Background: an optimization exercise with open tools, aiming at small area, a short achievable clock period and few clock cycles per item. Do not read the settings as production practice.
RTL that was checked went through simulation tests only; none was proved equivalent to the original.
Function not checked in run 2: the RTL went through the layout flow alone.
No activity file was given, so power comes from the tool's default toggle rates.

## flow/design.v (module list and top-level ports; edited modules follow where they fit)
// module elastic_alu: 701 lines
// module csa_fa: 10 lines
// module csa_ha: 9 lines
// module csa_x2: 7 lines
// module csa_mj: 8 lines
module elastic_alu (
	input logic clk,
	input logic rst,
	input logic [31:0] lhs,
	input logic [3:0] lhs_op,
	input logic lhs_valid,
	output logic lhs_ready,
	input logic [31:0] rhs,
	input logic rhs_valid,
	output logic rhs_ready,
	output logic [31:0] result,
	output logic result_valid,
	input logic result_ready
);
  // ...
==> flow/flow/run.sh <==
#!/bin/bash
# The standard layout (standard.sh) with two changes to the ORFS run:
#  - timing repair aims at a larger setup slack (SETUP_SLACK_MARGIN), so the
#    layout is sped up beyond the 10 ns clock it must meet;
#  - the port buffers are buf_2 cells rather than the delay-cell buffer that
#    buffer_ports picks by default (every port still gets its own buffer).
# The make output goes to make_flow.log; ORFS keeps each tool's log under orfs/logs.
set -euo pipefail
MARGIN=${MARGIN:-6.5}
PORTBUF=${PORTBUF:-sky130_fd_sc_hd__buf_2}
sed "s/\"\\\${@:-finish}\"/SETUP_SLACK_MARGIN=$MARGIN 'BUFFER_PORTS_ARGS=-buffer_cell $PORTBUF' \"\${@:-finish}\"/" standard.sh > flow/standard_own.sh
grep -q "SETUP_SLACK_MARGIN=$MARGIN" flow/standard_own.sh
bash flow/standard_own.sh > make_flow.log 2>&1
==> flow/standard.sh <==
#!/bin/bash
# synth_recipe.tcl (not shown) runs the flow's synth.tcl, then flattens the netlist and writes it again
# the make line also repeats each setting of config.mk as NAME=value (left out here)
make -C /OpenROAD-flow-scripts/flow DESIGN_CONFIG=/design/flow/config.mk WORK_HOME=/design/flow/orfs CLKGATE_MAP_FILE= SYNTH_SCRIPT=/design/flow/synth_recipe.tcl "${@:-finish}"
==> flow/config.mk <==
export PLATFORM = sky130hd
export DESIGN_NAME = elastic_alu
export DESIGN_NICKNAME = elastic_alu
export VERILOG_FILES = /design/flow/design.v
export SDC_FILE = /design/flow/constraint.sdc
export NUM_CORES = 4
export LEC_CHECK = 0
export CAP_MARGIN = 20
export CORE_MARGIN = 2
export CORE_UTILIZATION = 40
export SLEW_MARGIN = 20
export SYNTH_HIERARCHICAL = 1
==> flow/constraint.sdc <==
create_clock -name core_clock -period 10.0 [get_ports {clk}]
set_input_delay 2.0000 -clock core_clock [delete_from_list [all_inputs] [get_ports {clk}]]
set_output_delay 2.0000 -clock core_clock [all_outputs]
set_load 0.01 [all_outputs]
==> flow_summary.json, run 1 <==
{
  "highest_layer": "met4",
  "switching_share": 0.203,
  "hold-worst-slack_ns": 0.419,
  "detail_route.iter0.violations": 2496,
  "final-max-slew-violation-count": 0,
  "r2r_cells": 9,
  "use_met1": 0.318,
  "synth_flop_cell": "edfxtp_1",
  "n_antenna_cell": 1,
  "final_common_cell": "edfxtp_1",
  "crit_buf_inv": 0,
  "seq_area_sq_um": 10600,
  "seqPwrFrac": 0.518,
  "dp.cells": 3421,
  "viasPerCell": 5.86,
  "grt_busiest_layer": "met2",
  "final_cell_mix": "346 x edfxtp_1, 285 x xnor2_1, 271 x a22oi_1, 177 x fa_1, 163 x nand2_1",
  "hold_class": "flop to flop",
  "cts_buffers": 43,
  "synth_xor_area_frac": 0.135,
  "end_kind": "flop",
  "pg_seq_uw": 1610,
  "fin_crit_ns": 3.43,
  "core-area_sq_um": 69800,
  "layout_setup_ws_ns": 6.57,
  "ys_warn_count": 7,
  "syn_nets": 2951,
  "inv_count": 94,
  "std_cell_rows": 97,
  "m1WireLength_mm": 36.7,
  "clk_share": 0.0418,
  "ios": 108,
  "status": "timing/DRC/antenna clean",
  "yosysMostFrequentCell": "edfxtp_1",
  "wire_per_inst_microns": 25.2,
  "drive_gt1_frac": 0.147,
  "die_y_microns": 269,
  "sh_seq_area": 0.334,
  "wirelength_mm": 89.7,
  "grt_overflow": 0
}
Testbench counts, summed over its fixed seeds: cycles 16,032, items 16,000.
==> inputs of run 2 (changes only) <==
--- a/flow/design.v
+++ b/flow/design.v
@@ -602,66 +602,110 @@
 			q30_0 <= t517;
 			q30_1 <= t448;
 			q30_2 <= t516;
 			q31_0 <= t520;
 			q31_1 <= t453;
 			q31_2 <= t519;
 		end
 	end
-	logic u1, u2, u3, u4, u5, u6, u7, u8, u9, u10, u11, u12, u13, u14, u15, u16, u17, u18, u19, u20, u21, u22, u23, u24, u25, u26, u27, u28, u29, u30, u31, u32, u33, u34, u35, u36, u37, u38, u39, u40, u41, u42, u43, u44, u45, u46, u47, u48, u49, u50, u51, u52, u53, u54, u55, u56, u57, u58, u59, u60, u61, u62, u63, u64, u65, u66, u67, u68, u69, u70, u71;
+	logic u1, u2, u3, u4, u5, u6, u7, u8, u9, u10, u11, u12, u13, u14, u15, u16, u17, u18, u19, u20, u21, u22, u23, u24, u25, u26, u27, u28, u29, u30, u31, u32, u33, u34, u35, u36, u37, u38, u39, u40, u41, u42, u43, u44, u45, u46, u47, u48, u49, u50, u51, u52, u53, u54, u55, u56, u57, u58, u59, u60, u61, u62, u63, u64, u65, u66, u67, u68, u69, u70, u71, u72, u73, u74, u75, u76, u77, u78, u79, u80, u81, u82, u83, u84, u85, u86, u87, u88, u89, u90, u91, u92, u93;
 	csa_ha u1_h (.a(q0_0), .b(q0_1), .s(u1), .co(u2));
 	csa_ha u3_h (.a(q1_0), .b(q1_1), .s(u3), .co(u4));
-	csa_fa u5_f (.a(q2_0), .b(q2_1), .c(q2_2), .s(u5), .co(u6));
-	csa_fa u7_f (.a(q3_0), .b(q3_1), .c(q3_2), .s(u7), .co(u8));
-	csa_fa u9_f (.a(q4_0), .b(q4_1), .c(q4_2), .s(u9), .co(u10));
-	csa_fa u11_f (.a(q5_0), .b(q5_1), .c(q5_2), .s(u11), .co(u12));
-	csa_fa u13_f (.a(q6_0), .b(q6_1), .c(q6_2), .s(u13), .co(u14));
-	csa_fa u15_f (.a(q7_0), .b(q7_1), .c(q7_2), .s(u15), .co(u16));
-	csa_fa u17_f (.a(q8_0), .b(q8_1), .c(q8_2), .s(u17), .co(u18));
-	csa_fa u19_f (.a(q9_0), .b(q9_1), .c(q9_2), .s(u19), .co(u20));
-	csa_fa u21_f (.a(q10_0), .b(q10_1), .c(q10_2), .s(u21), .co(u22));
-	csa_fa u23_f (.a(q11_0), .b(q11_1), .c(q11_2), .s(u23), .co(u24));
-	csa_fa u25_f (.a(q12_0), .b(q12_1), .c(q12_2), .s(u25), .co(u26));
-	csa_fa u27_f (.a(q13_0), .b(q13_1), .c(q13_2), .s(u27), .co(u28));
-	csa_fa u29_f (.a(q14_0), .b(q14_1), .c(q14_2), .s(u29), .co(u30));
-	csa_fa u31_f (.a(q15_0), .b(q15_1), .c(q15_2), .s(u31), .co(u32));
-	csa_fa u33_f (.a(q16_0), .b(q16_1), .c(q16_2), .s(u33), .co(u34));
-	csa_fa u35_f (.a(q17_0), .b(q17_1), .c(q17_2), .s(u35), .co(u36));
-	csa_fa u37_f (.a(q18_0), .b(q18_1), .c(q18_2), .s(u37), .co(u38));
-	csa_fa u39_f (.a(q19_0), .b(q19_1), .c(q19_2), .s(u39), .co(u40));
-	csa_fa u41_f (.a(q20_0), .b(q20_1), .c(q20_2), .s(u41), .co(u42));
-	csa_fa u43_f (.a(q21_0), .b(q21_1), .c(q21_2), .s(u43), .co(u44));
-	csa_fa u45_f (.a(q22_0), .b(q22_1), .c(q22_2), .s(u45), .co(u46));
-	csa_fa u47_f (.a(q23_0), .b(q23_1), .c(q23_2), .s(u47), .co(u48));
-	csa_x2 u50_x (.a(q24_0), .b(q24_1), .y(u50));
-	csa_x2 u49_x (.a(u50), .b(q24_2), .y(u49));
-	csa_mj u51_m (.a(q24_0), .b(q24_1), .c(q24_2), .y(u51));
-	csa_x2 u53_x (.a(q25_0), .b(q25_1), .y(u53));
-	csa_x2 u52_x (.a(u53), .b(q25_2), .y(u52));
-	csa_mj u54_m (.a(q25_0), .b(q25_1), .c(q25_2), .y(u54));
-	csa_x2 u56_x (.a(q26_0), .b(q26_1), .y(u56));
-	csa_x2 u55_x (.a(u56), .b(q26_2), .y(u55));
-	csa_mj u57_m (.a(q26_0), .b(q26_1), .c(q26_2), .y(u57));
-	csa_x2 u59_x (.a(q27_0), .b(q27_1), .y(u59));
-	csa_x2 u58_x (.a(u59), .b(q27_2), .y(u58));
-	csa_mj u60_m (.a(q27_0), .b(q27_1), .c(q27_2), .y(u60));
-	csa_x2 u62_x (.a(q28_0), .b(q28_1), .y(u62));
-	csa_x2 u61_x (.a(u62), .b(q28_2), .y(u61));
-	csa_mj u63_m (.a(q28_0), .b(q28_1), .c(q28_2), .y(u63));
-	csa_x2 u65_x (.a(q29_0), .b(q29_1), .y(u65));
-	csa_x2 u64_x (.a(u65), .b(q29_2), .y(u64));
-	csa_mj u66_m (.a(q29_0), .b(q29_1), .c(q29_2), .y(u66));
-	csa_x2 u68_x (.a(q30_0), .b(q30_1), .y(u68));
-	csa_x2 u67_x (.a(u68), .b(q30_2), .y(u67));
-	csa_mj u69_m (.a(q30_0), .b(q30_1), .c(q30_2), .y(u69));
-	csa_x2 u71_x (.a(q31_0), .b(q31_1), .y(u71));
-	csa_x2 u70_x (.a(u71), .b(q31_2), .y(u70));
-	assign tx = {u70, u67, u64, u61, u58, u55, u52, u49, u47, u45, u43, u41, u39, u37, u35, u33, u31, u29, u27, u25, u23, u21, u19, u17, u15, u13, u11, u9, u7, u5, u3, u1};
-	assign ty = {u69, u66, u63, u60, u57, u54, u51, u48, u46, u44, u42, u40, u38, u36, u34, u32, u30, u28, u26, u24, u22, u20, u18, u16, u14, u12, u10, u8, u6, u4, u2, q0_2};
+	csa_x2 u6_x (.a(q2_0), .b(q2_1), .y(u6));
+	csa_x2 u5_x (.a(u6), .b(q2_2), .y(u5));
+	csa_mj u7_m (.a(q2_0), .b(q2_1), .c(q2_2), .y(u7));
+	csa_x2 u9_x (.a(q3_0), .b(q3_1), .y(u9));
+	csa_x2 u8_x (.a(u9), .b(q3_2), .y(u8));
+	csa_mj u10_m (.a(q3_0), .b(q3_1), .c(q3_2), .y(u10));
+	csa_x2 u12_x (.a(q4_0), .b(q4_1), .y(u12));
+	csa_x2 u11_x (.a(u12), .b(q4_2), .y(u11));
+	csa_mj u13_m (.a(q4_0), .b(q4_1), .c(q4_2), .y(u13));
+	csa_x2 u15_x (.a(q5_0), .b(q5_1), .y(u15));
+	csa_x2 u14_x (.a(u15), .b(q5_2), .y(u14));
+	csa_mj u16_m (.a(q5_0), .b(q5_1), .c(q5_2), .y(u16));
+	csa_x2 u18_x (.a(q6_0), .b(q6_1), .y(u18));
+	csa_x2 u17_x (.a(u18), .b(q6_2), .y(u17));
+	csa_mj u19_m (.a(q6_0), .b(q6_1), .c(q6_2), .y(u19));
+	csa_x2 u21_x (.a(q7_0), .b(q7_1), .y(u21));
+	csa_x2 u20_x (.a(u21), .b(q7_2), .y(u20));
+	csa_mj u22_m (.a(q7_0), .b(q7_1), .c(q7_2), .y(u22));
+	csa_x2 u24_x (.a(q8_0), .b(q8_1), .y(u24));
+	csa_x2 u23_x (.a(u24), .b(q8_2), .y(u23));
+	csa_mj u25_m (.a(q8_0), .b(q8_1), .c(q8_2), .y(u25));
+	csa_x2 u27_x (.a(q9_0), .b(q9_1), .y(u27));
+	csa_x2 u26_x (.a(u27), .b(q9_2), .y(u26));
+	csa_mj u28_m (.a(q9_0), .b(q9_1), .c(q9_2), .y(u28));
+	csa_x2 u30_x (.a(q10_0), .b(q10_1), .y(u30));
+	csa_x2 u29_x (.a(u30), .b(q10_2), .y(u29));
+	csa_mj u31_m (.a(q10_0), .b(q10_1), .c(q10_2), .y(u31));
+	csa_x2 u33_x (.a(q11_0), .b(q11_1), .y(u33));
+	csa_x2 u32_x (.a(u33), .b(q11_2), .y(u32));
+	csa_mj u34_m (.a(q11_0), .b(q11_1), .c(q11_2), .y(u34));
+	csa_x2 u36_x (.a(q12_0), .b(q12_1), .y(u36));
+	csa_x2 u35_x (.a(u36), .b(q12_2), .y(u35));
+	csa_mj u37_m (.a(q12_0), .b(q12_1), .c(q12_2), .y(u37));
+	csa_x2 u39_x (.a(q13_0), .b(q13_1), .y(u39));
+	csa_x2 u38_x (.a(u39), .b(q13_2), .y(u38));
+	csa_mj u40_m (.a(q13_0), .b(q13_1), .c(q13_2), .y(u40));
+	csa_x2 u42_x (.a(q14_0), .b(q14_1), .y(u42));
+	csa_x2 u41_x (.a(u42), .b(q14_2), .y(u41));
+	csa_mj u43_m (.a(q14_0), .b(q14_1), .c(q14_2), .y(u43));
+	csa_x2 u45_x (.a(q15_0), .b(q15_1), .y(u45));
+	csa_x2 u44_x (.a(u45), .b(q15_2), .y(u44));
+	csa_mj u46_m (.a(q15_0), .b(q15_1), .c(q15_2), .y(u46));
+	csa_x2 u48_x (.a(q16_0), .b(q16_1), .y(u48));
+	csa_x2 u47_x (.a(u48), .b(q16_2), .y(u47));
+	csa_mj u49_m (.a(q16_0), .b(q16_1), .c(q16_2), .y(u49));
+	csa_x2 u51_x (.a(q17_0), .b(q17_1), .y(u51));
+	csa_x2 u50_x (.a(u51), .b(q17_2), .y(u50));
+	csa_mj u52_m (.a(q17_0), .b(q17_1), .c(q17_2), .y(u52));
+	csa_x2 u54_x (.a(q18_0), .b(q18_1), .y(u54));
+	csa_x2 u53_x (.a(u54), .b(q18_2), .y(u53));
+	csa_mj u55_m (.a(q18_0), .b(q18_1), .c(q18_2), .y(u55));
+	csa_x2 u57_x (.a(q19_0), .b(q19_1), .y(u57));
+	csa_x2 u56_x (.a(u57), .b(q19_2), .y(u56));
+	csa_mj u58_m (.a(q19_0), .b(q19_1), .c(q19_2), .y(u58));
+	csa_x2 u60_x (.a(q20_0), .b(q20_1), .y(u60));
+	csa_x2 u59_x (.a(u60), .b(q20_2), .y(u59));
+	csa_mj u61_m (.a(q20_0), .b(q20_1), .c(q20_2), .y(u61));
+	csa_x2 u63_x (.a(q21_0), .b(q21_1), .y(u63));
+	csa_x2 u62_x (.a(u63), .b(q21_2), .y(u62));
+	csa_mj u64_m (.a(q21_0), .b(q21_1), .c(q21_2), .y(u64));
+	csa_x2 u66_x (.a(q22_0), .b(q22_1), .y(u66));
+	csa_x2 u65_x (.a(u66), .b(q22_2), .y(u65));
+	csa_mj u67_m (.a(q22_0), .b(q22_1), .c(q22_2), .y(u67));
+	csa_x2 u69_x (.a(q23_0), .b(q23_1), .y(u69));
+	csa_x2 u68_x (.a(u69), .b(q23_2), .y(u68));
+	csa_mj u70_m (.a(q23_0), .b(q23_1), .c(q23_2), .y(u70));
+	csa_x2 u72_x (.a(q24_0), .b(q24_1), .y(u72));
+	csa_x2 u71_x (.a(u72), .b(q24_2), .y(u71));
+	csa_mj u73_m (.a(q24_0), .b(q24_1), .c(q24_2), .y(u73));
+	csa_x2 u75_x (.a(q25_0), .b(q25_1), .y(u75));
+	csa_x2 u74_x (.a(u75), .b(q25_2), .y(u74));
+	csa_mj u76_m (.a(q25_0), .b(q25_1), .c(q25_2), .y(u76));
+	csa_x2 u78_x (.a(q26_0), .b(q26_1), .y(u78));
+	csa_x2 u77_x (.a(u78), .b(q26_2), .y(u77));
+	csa_mj u79_m (.a(q26_0), .b(q26_1), .c(q26_2), .y(u79));
+	csa_x2 u81_x (.a(q27_0), .b(q27_1), .y(u81));
+	csa_x2 u80_x (.a(u81), .b(q27_2), .y(u80));
+	csa_mj u82_m (.a(q27_0), .b(q27_1), .c(q27_2), .y(u82));
+	csa_x2 u84_x (.a(q28_0), .b(q28_1), .y(u84));
+	csa_x2 u83_x (.a(u84), .b(q28_2), .y(u83));
+	csa_mj u85_m (.a(q28_0), .b(q28_1), .c(q28_2), .y(u85));
+	csa_x2 u87_x (.a(q29_0), .b(q29_1), .y(u87));
+	csa_x2 u86_x (.a(u87), .b(q29_2), .y(u86));
+	csa_mj u88_m (.a(q29_0), .b(q29_1), .c(q29_2), .y(u88));
+	csa_x2 u90_x (.a(q30_0), .b(q30_1), .y(u90));
+	csa_x2 u89_x (.a(u90), .b(q30_2), .y(u89));
+	csa_mj u91_m (.a(q30_0), .b(q30_1), .c(q30_2), .y(u91));
+	csa_x2 u93_x (.a(q31_0), .b(q31_1), .y(u93));
+	csa_x2 u92_x (.a(u93), .b(q31_2), .y(u92));
+	assign tx = {u92, u89, u86, u83, u80, u77, u74, u71, u68, u65, u62, u59, u56, u53, u50, u47, u44, u41, u38, u35, u32, u29, u26, u23, u20, u17, u14, u11, u8, u5, u3, u1};
+	assign ty = {u91, u88, u85, u82, u79, u76, u73, u70, u67, u64, u61, u58, u55, u52, u49, u46, u43, u40, u37, u34, u31, u28, u25, u22, u19, u16, u13, u10, u7, u4, u2, q0_2};
 	assign sum = tx + ty;
 	logic bv;
 	logic b_sn, b_sr, b_fe;
 	always_ff @(posedge clk or posedge rst) begin
 		if (rst) begin
 			bv <= 1'b0;
 		end else if (adv) begin
 			bv <= cv;
==> flow/flow/standard_own.sh (new file) <==
#!/bin/bash
# The standard flow's own layout of this design, on the ORFS make targets given (by default finish). After
# finish it leaves the final layout's DEF at /design/flow/out/final.def.
set -euo pipefail
make -C /OpenROAD-flow-scripts/flow DESIGN_CONFIG=/design/flow/config.mk WORK_HOME=/design/flow/orfs CLKGATE_MAP_FILE= SYNTH_SCRIPT=/design/flow/synth_recipe.tcl CAP_MARGIN=20 CORE_MARGIN=2 CORE_UTILIZATION=40 SLEW_MARGIN=20 SYNTH_HIERARCHICAL=1 SETUP_SLACK_MARGIN=6.5 'BUFFER_PORTS_ARGS=-buffer_cell sky130_fd_sc_hd__buf_2' "${@:-finish}"
if [[ -f /design/flow/orfs/results/sky130hd/elastic_alu/base/6_final.odb ]]; then
  : # left out here: write the final layout as DEF
fi
==> flow_summary.json, run 2 <==
{
  "syn_inst": 2578,
  "hold_violations": 0,
  "worstSetupPathType": "flop to flop",
  "status": "timing/DRC/antenna clean",
  "gp_congestion": 0.955,
  "worstPathRequired_ns": 10.32,
  "crit_fanout": 11,
  "arrival_ns": 3.80,
  "synth_flop_cell": "edfxtp_1",
  "grt_pass1_wl_mm": 134,
  "ys_top_cells_by_area": "edfxtp_1 37%, fa_1 11%, xnor2_1 8.9%, ha_1 7.4%, a22oi_1 7.2%",
  "synth_cell_types": 58,
  "hpwl_mm": 64.2,
  "area_delta_synth_final_pct": 12.1,
  "cpMaxStageDelayCell": "edfxtp_1",
  "power_density_nw_per_um2": 100,
  "slew_headroom": 0.322,
  "ios": 108,
  "viasPerCell": 5.87,
  "clk_pin_slew_ns": 0.06,
  "portBuffers": 107,
  "antenna_found_initial": 0,
  "std_cell_rows": 97,
  "synth_edf_count": 346,
  "syn_nets": 2973,
  "postRouteAntennaNets": 0,
  "yosysMostFrequentCell": "edfxtp_1",
  "synth_area_leader_cell": "edfxtp_1",
  "clockBufferDepth": 3,
  "vias": 21100,
  "finalSetupTns_ns": 0,
  "cts-hold-fix-buffers": 0,
  "hold_class": "flop to flop",
  "cts_root_buf": "clkbuf_16",
  "crit_buf_inv": 0,
  "fin_crit_ns": 3.48,
  "die-area_sq_um": 72900,
  "hold-worst-slack_ns": 0.418,
  "synth_top_area_frac": 0.367,
  "worstMarginPinSlew_ns": 1.02,
  "clock_skew_ns": 0.0334,
  "end_kind": "flop",
  "final_cell_mix": "346 x edfxtp_1, 286 x xnor2_1, 271 x a22oi_1, 192 x xor2_1, 166 x ha_1",
  "core-area_sq_um": 70000,
  "layout_setup_ws_ns": 6.52,
  "cpPeakStageDelay_ns": 0.93,
  "final_common_cell": "edfxtp_1",
  "initial_core_util": 0.404,
  "synth.ff_latch_count": 354,
  "grt_overflow": 0,
  "startpoint_type": "flop",
  "cts_tree": "done",
  "gr-usage-all-layers": 0.240,
  "final-max-slew-violation-count": 0,
  "avgSynthCellArea_sq_um": 11.0,
  "grt_max_degree": 87,
  "clock-sinks": 354,
  "die_w_microns": 270,
  "path_cells": "xnor2_1 > fa_1 > fa_1 > maj3_2 > maj3_2 > maj3_2",
  "drtPass1Iterations": 6,
  "yosys-top-cells-count": "346 x edfxtp_1, 287 x xnor2_1, 271 x a22oi_1",
  "fmax_ghz": 0.288,
  "cts_buffers": 42,
  "ys_seq_area_frac": 0.374,
  "detail_route.iter0.violations": 2289,
  "critPathMostFrequentCell": "maj3_2",
  "maxCapViolations": 0,
  "fin_nets": 3021,
  "n_antenna_cell": 0,
  "htree_levels": 2,
  "ys_warn_count": 7,
  "drc_errors": 0,
  "setup_violations": 0,
  "post-place-ws_ns": 6.19,
  "grt_setup_unrepaired": "no",
  "wirelength_mm": 90.0,
  "async_flop_share": 0.0226,
  "syn_area_sq_um": 28300,
  "vdd_ir_drop_max_uv": 121,
  "wire_per_inst_microns": 25.0,
  "drive_gt1_frac": 0.146,
  "grt_pass1_vias": 21300,
  "leakagePower_uw": 0.0122,
  "fin_crit_sh": 0.348,
  "die_y_microns": 270,
  "clk-insertion-delay-late_ns": 0.57,
  "critPathTopFamily": "adder cells"
}
==> run 2: power by group <==
group / internal (uW) / total (uW) / leakage, uW / switching, uW
logic: 9.64 / 13.7 / 0.00843 / 4.08
clock network: 946 / 1570 / 0.000669 / 621
registers: 1610 / 1610 / 0.00307 / 0
total: 2560 / 3190 / 0.0122 / 625
==> run 2: final timing paths <==
kind / slack [ns] / end / cells after the start / startpoint
min reg2reg: 0.42 / b_sn / 0 / c_sn
max: 6.52 / q31_2 / 6 / neg[11]
min in group asynchronous: 1.36 / ov / 2 / rst
max in group asynchronous: 8.40 / lbusy / 2 / rst
min: 0.42 / b_sn / 0 / c_sn
max reg2reg: 6.52 / q31_2 / 6 / neg[11]
==> run 2: logic make-up (layout without fill, tap and decap cells) <==
logic type | Yosys count | count (layout) | synth area share
AOI/OAI and AO/OA | 658 | 658 | 0.162
xor gates and xnor gates | 479 | 479 | 0.148
adders and majority gates | 393 | 393 | 0.212
buffers and inverters | 302 | 382 | 0.0400
DFF | 354 | 354 | 0.374
muxes | 13 | 13 | 0.00517
and+or+nand+nor | 379 | 379 | 0.0595
==> run 2: layout make-up <==
| cell class | count | area (sq um) |
|---|---|---|
| clock buffers | 52 | 1110 |
| clock inverters | 24 | 293 |
| fillers | 6512 | 38300 |
| inverters | 94 | 360 |
| multi-input cells | 1922 | 16700 |
| flip-flops and latches | 354 | 10600 |
| well taps | 940 | 1180 |
| repair buffers | 212 | 1510 |
==> run 2: metrics by stage <==
step            util  power [uW]  instances  instance area, sq um
3_3_place_gp   0.424        1650       3465                 29700
6_report       0.454        3190       3598                 31800
2_1_floorplan      -        1640       2578                 28300
3_5_place_dp   0.424        1650       3465                 29700
5_1_grt        0.454        3290       3598                 31800
4_1_cts        0.445        3230       3545                 31100
==> run 2: per-module statistics from Yosys, one instance, submodules excluded <==
module	flops+latches	copies in the design	area [sq um]
elastic_alu	354	1	22500
csa_mj	0	71	11.3
csa_ha	0	31	12.5
csa_fa	0	154	20.0
csa_x2	0	173	8.76
==> run 2: timing repair <==
action	CTS	global route
buffers inserted	4	53
pin swaps	0	2
resized for setup	3	14
setup endpoints to repair	20	68
==> run 2: per-layer routing <==
metal	part of all wire	track usage	vias up
met2	0.47	0.398	1061
li1	-	-	9422
met5	0	0	-
met3	0.071	0.0372	271
met4	0.048	0.108	0
met1	0.41	0.311	10400

==> separate check: timing with driven ports <==
How much do the figures lean on ideal ports? The routed layouts below were timed once more, with nothing changed but the port constraints. Step 1 sets driving cells, clkbuf_16 on the clock port and buf_2 on the other inputs (assumed; they add their load-dependent delay and slew). Step 2, shift: input delay + t, output delay - t, t = (earliest + latest rising clock arrival at the registers) / 2. This alone moves slack from input paths to output paths. Three values: ideal ports, drivers, drivers and shift; two values: the first two.
run	t, ns	setup WS [ns]	hold WS [ns]	latest minus earliest clock arrival (ns)	worst slew at a driven data input, ns
run 1	0.631	6.573 / 6.573 / 6.573	0.419 / 0.419 / 0.419	0.028 / 0.028	0.03
run 2	0.623	6.523 / 6.523 / 6.523	0.418 / 0.418 / 0.418	0.034 / 0.033	0.03
After both steps setup and hold are still met in every run listed.
